From an optimization exercise on the open Yosys and OpenROAD flow, aimed at small area, a short achievable clock period and few clock cycles per item; shortcuts taken in it are not production practice.
At most, simulation tests tie the RTL to the original design; equivalence was not proved.

==> flow/design.v (excerpt) <==
module iir_chan_sched #(
    parameter int                 NCH   = 4,
    parameter int                 SHIFT = 27,
    parameter logic signed [31:0] B1    = 32'sd25109419,
    parameter logic signed [31:0] B2    = 32'sd0,
    parameter logic signed [31:0] B3    = -32'sd25109419,
    parameter logic signed [31:0] A2    = -32'sd187539761,
    parameter logic signed [31:0] A3    = 32'sd83998890,
    localparam int                CW    = $clog2(NCH)
) (
    input  logic                 clk_i,
    input  logic                 reset_i,
    input  logic                 clr_valid_i,
    input  logic [CW-1:0]        clr_ch_i,
    input  logic                 in_valid_i,
    output logic                 in_ready_o,
    input  logic signed [31:0]   in_x_i,
    input  logic [CW-1:0]        in_ch_i,
    output logic                 out_valid_o,
    input  logic                 out_ready_i,
    output logic signed [31:0]   out_y_o,
    output logic [CW-1:0]        out_ch_o
);
For scale: ~1100 flip-flops, ~77 I/O pins, roughly 52000 µm² of cells after synthesis.
export LEC_CHECK = 0
export CAP_MARGIN = 20
export CORE_MARGIN = 2
export CORE_UTILIZATION = 45
export CTS_CLUSTER_DIAMETER = 100
export CTS_CLUSTER_SIZE = 24
export SLEW_MARGIN = 20
export SYNTH_HIERARCHICAL = 1
create_clock -name core_clock -period 14.0 [get_ports {clk_i}]
standard.sh (not shown) runs the stock make flow with config.mk's settings and CLKGATE_MAP_FILE= SYNTH_SCRIPT=/design/flow/synth_recipe.tcl, a recipe that flattens the netlist after the stock synthesis.
==> flow/flow/run.sh <==
#!/bin/bash
set -o pipefail
bash standard.sh SETUP_SLACK_MARGIN=9.8 TNS_END_PERCENT=5 \
  "BUFFER_PORTS_ARGS=-buffer_cell sky130_fd_sc_hd__buf_4" finish 2>&1 | tee standard_run.log
The first run went through all stages and came out clean.
Testbench counts at the start, summed over its fixed seeds: cycles 3,224, items 3,200.
Then changed:
--- a/flow/design.v
+++ b/flow/design.v
@@ -38,34 +38,25 @@
     logic        hv_d, hclr_d;
     logic [1:0]  hch_d, cnt_d;
     logic [1:0] ph_n;
     logic       sp_n, rdy_d;
     assign take_s = in_valid_i & in_ready_q & ~clr_req;
     assign take_c = clr_req & in_ready_q;
     assign disp   = hv_q & (hch_q == ph_q) & (hclr_q | (cnt_q != 2'(CAP)));
     assign hold   = hv_q & ~disp;
     assign hv_d   = hold | take_s | take_c;
     assign hclr_d = hold ? hclr_q : clr_req;
     assign hch_d  = hold ? hch_q : (clr_req ? clr_ch : in_ch_i);
-    logic       inc, full_np;
-    assign inc     = disp & ~hclr_q;
-    assign full_np = inc ? (cnt_q == 2'(CAP - 1)) : (cnt_q == 2'(CAP));
-    always_comb begin
-        case ({inc, pop})
-            2'b10:   cnt_d = cnt_q + 2'd1;
-            2'b01:   cnt_d = cnt_q - 2'd1;
-            default: cnt_d = cnt_q;
-        endcase
-    end
+    assign cnt_d  = cnt_q + 2'(disp & ~hclr_q) - 2'(pop);
     assign ph_n   = ph_q + 2'd1;
-    assign sp_n   = pop | ~full_np;
+    assign sp_n   = (cnt_d != 2'(CAP));
     always_comb begin
         if (hold)
             rdy_d = (hch_q == ph_n) & (hclr_q | sp_n);
         else if (clr_req)
             rdy_d = (clr_ch == ph_n);
         else if (in_valid_i)
             rdy_d = (in_ch_i == ph_n) & sp_n;
         else
             rdy_d = 1'b1;
     end
     logic [W-1:0] s1_q [4];
After rerunning: Final area stays flat. Cell count is about the same. Sequential share of layout area hardly moves. Routed wire length stays flat. Count of clock-buffer cells in the layout grows by 2. Synthesized cell count is about the same. Area after synthesis barely changes. Register-to-register slack gets better by 0.18 ns. Via count grows slightly. Worst hold slack gets worse by 0.020 ns.
For the second run of this note, only the layout was checked, not whether the RTL still works.

Another version of the RTL of iir_chan_sched (not shown whole).
Size: ~77 I/O pins, roughly 0.052 mm² of cells after synthesis.
clock: 14.0 ns
lec_check: 0
cap_margin: 20
core_margin: 2
core_utilization: 55
cts_cluster_diameter: 100
cts_cluster_size: 24
slew_margin: 20
synth_hierarchical: 1
==> flow/flow/run.sh <==
#!/bin/bash
set -o pipefail
bash standard.sh SETUP_SLACK_MARGIN=9.9 TNS_END_PERCENT=5 \
  "BUFFER_PORTS_ARGS=-buffer_cell sky130_fd_sc_hd__buf_4" finish 2>&1 | tee standard_run.log
Testbench counts at the start, summed over its fixed seeds: cycles 3,224, items 3,200.
==> next run, changes <==
--- a/flow/design.v
+++ b/flow/design.v
@@ -25,24 +25,23 @@
     localparam int CAP = 3;
     localparam logic [W-1:0] OFF1 = 59'h73f6dd580010055;
     localparam logic [W-1:0] OFF2 = 59'h3c092667dff0012;
     logic          clr_req;
     logic [CW-1:0] clr_ch;
     assign clr_req = clr_valid_i;
     assign clr_ch  = clr_ch_i;
     logic [1:0] ph_q;
-    logic        hv_q, hclr_q, busy_q, in_ready_q;
+    logic        hv_q, hclr_q, in_ready_q;
     logic [1:0]  hch_q;
     logic [31:0] hx_q;
     logic [1:0]  cnt_q;           
     logic        pop, disp, hold, take_s, take_c;
     logic        hv_d, hclr_d;
     logic [1:0]  hch_d, cnt_d;
-    assign in_ready_q = ~busy_q;
     logic [1:0] ph_n;
     logic       sp_n, rdy_d;
     assign take_s = in_valid_i & in_ready_q & ~clr_req;
     assign take_c = clr_req & in_ready_q;
     assign disp   = hv_q & (hch_q == ph_q) & (hclr_q | (cnt_q != 2'(CAP)));
     assign hold   = hv_q & ~disp;
     assign hv_d   = hold | take_s | take_c;
     assign hclr_d = hold ? hclr_q : clr_req;
@@ -973,32 +972,32 @@
                 ov_d[2] = 1'b1; oe_d[2] = {chb_q, y};
             end
         end
     end
     always_ff @(posedge clk_i or posedge reset_i) begin
         if (reset_i) begin
             ph_q       <= 2'd3;
             hv_q       <= 1'b0;
-            busy_q     <= 1'b0;
+            in_ready_q <= 1'b1;
             cnt_q      <= '0;
             vb_q       <= 1'b0;
             cb_q       <= 1'b0;
             vc_q       <= 1'b0;
             cc_q       <= 1'b0;
             vd_q       <= 1'b0;
             cd_q       <= 1'b0;
             ve_q       <= 1'b0;
             ce_q       <= 1'b0;
             z_q        <= '1;
             ov_q       <= '0;
         end else begin
             ph_q       <= ph_q + 2'd1;
             hv_q       <= hv_d;
-            busy_q     <= ~rdy_d;
+            in_ready_q <= rdy_d;
             cnt_q      <= cnt_d;
             vb_q       <= disp & ~hclr_q;
             cb_q       <= disp & hclr_q;
             vc_q       <= vb_q;
             cc_q       <= cb_q;
             vd_q       <= vc_q;
             cd_q       <= cc_q;
             ve_q       <= vd_q;
What happened: Critical path depth stays the same. Count of clock-buffer cells in the layout increases by 4. Sequential cell count stays the same. Routed wire length falls slightly. First-iteration DRC count hardly moves. Setup slack is worse by 0.064 ns. Final cell count hardly moves. Utilization stays flat. Design area is about the same. Synthesized area is about the same. Non-clock buffer count goes down by 2.
Testbench counts after the change, summed over its fixed seeds: cycles 3,224, items 3,200.

==> separate check: timing with driven ports <==
The flow's constraints put no driver on any port. The routed layouts listed below were extracted and timed again, unchanged, in two steps.
Step 1, drivers: a clkbuf_16 drives clk_i and a buf_2 each remaining input, both assumed.
Step 2 also shifts input and output timing later by t, the mid clock arrival at the registers, as if the neighbouring blocks saw the same clock.
a / b / c = ideal / step 1 / step 2; a / b = the first two.
| run | shift t [ns] | setup slack, ns | worst setup path at the end | pins driven straight from the clock port |
|---|---|---|---|---|
| the first run of note 1 | 0.738 | 9.814 / 9.744 / 9.357 | input to register | 1 |
| the second run of note 1 | 0.751 | 9.823 / 9.751 / 9.179 | input to register | 1 |
| the first run of note 2 | 0.736 | 9.940 / 9.871 / 9.490 | input to register | 1 |
| the second run of note 2 | 0.746 | 9.875 / 9.804 / 9.248 | input to register | 1 |
After both steps every run listed still meets setup and hold. The setup slack of the second run of note 1, which loses most, moves by -0.072 ns with the drivers and by -0.644 ns with both steps.
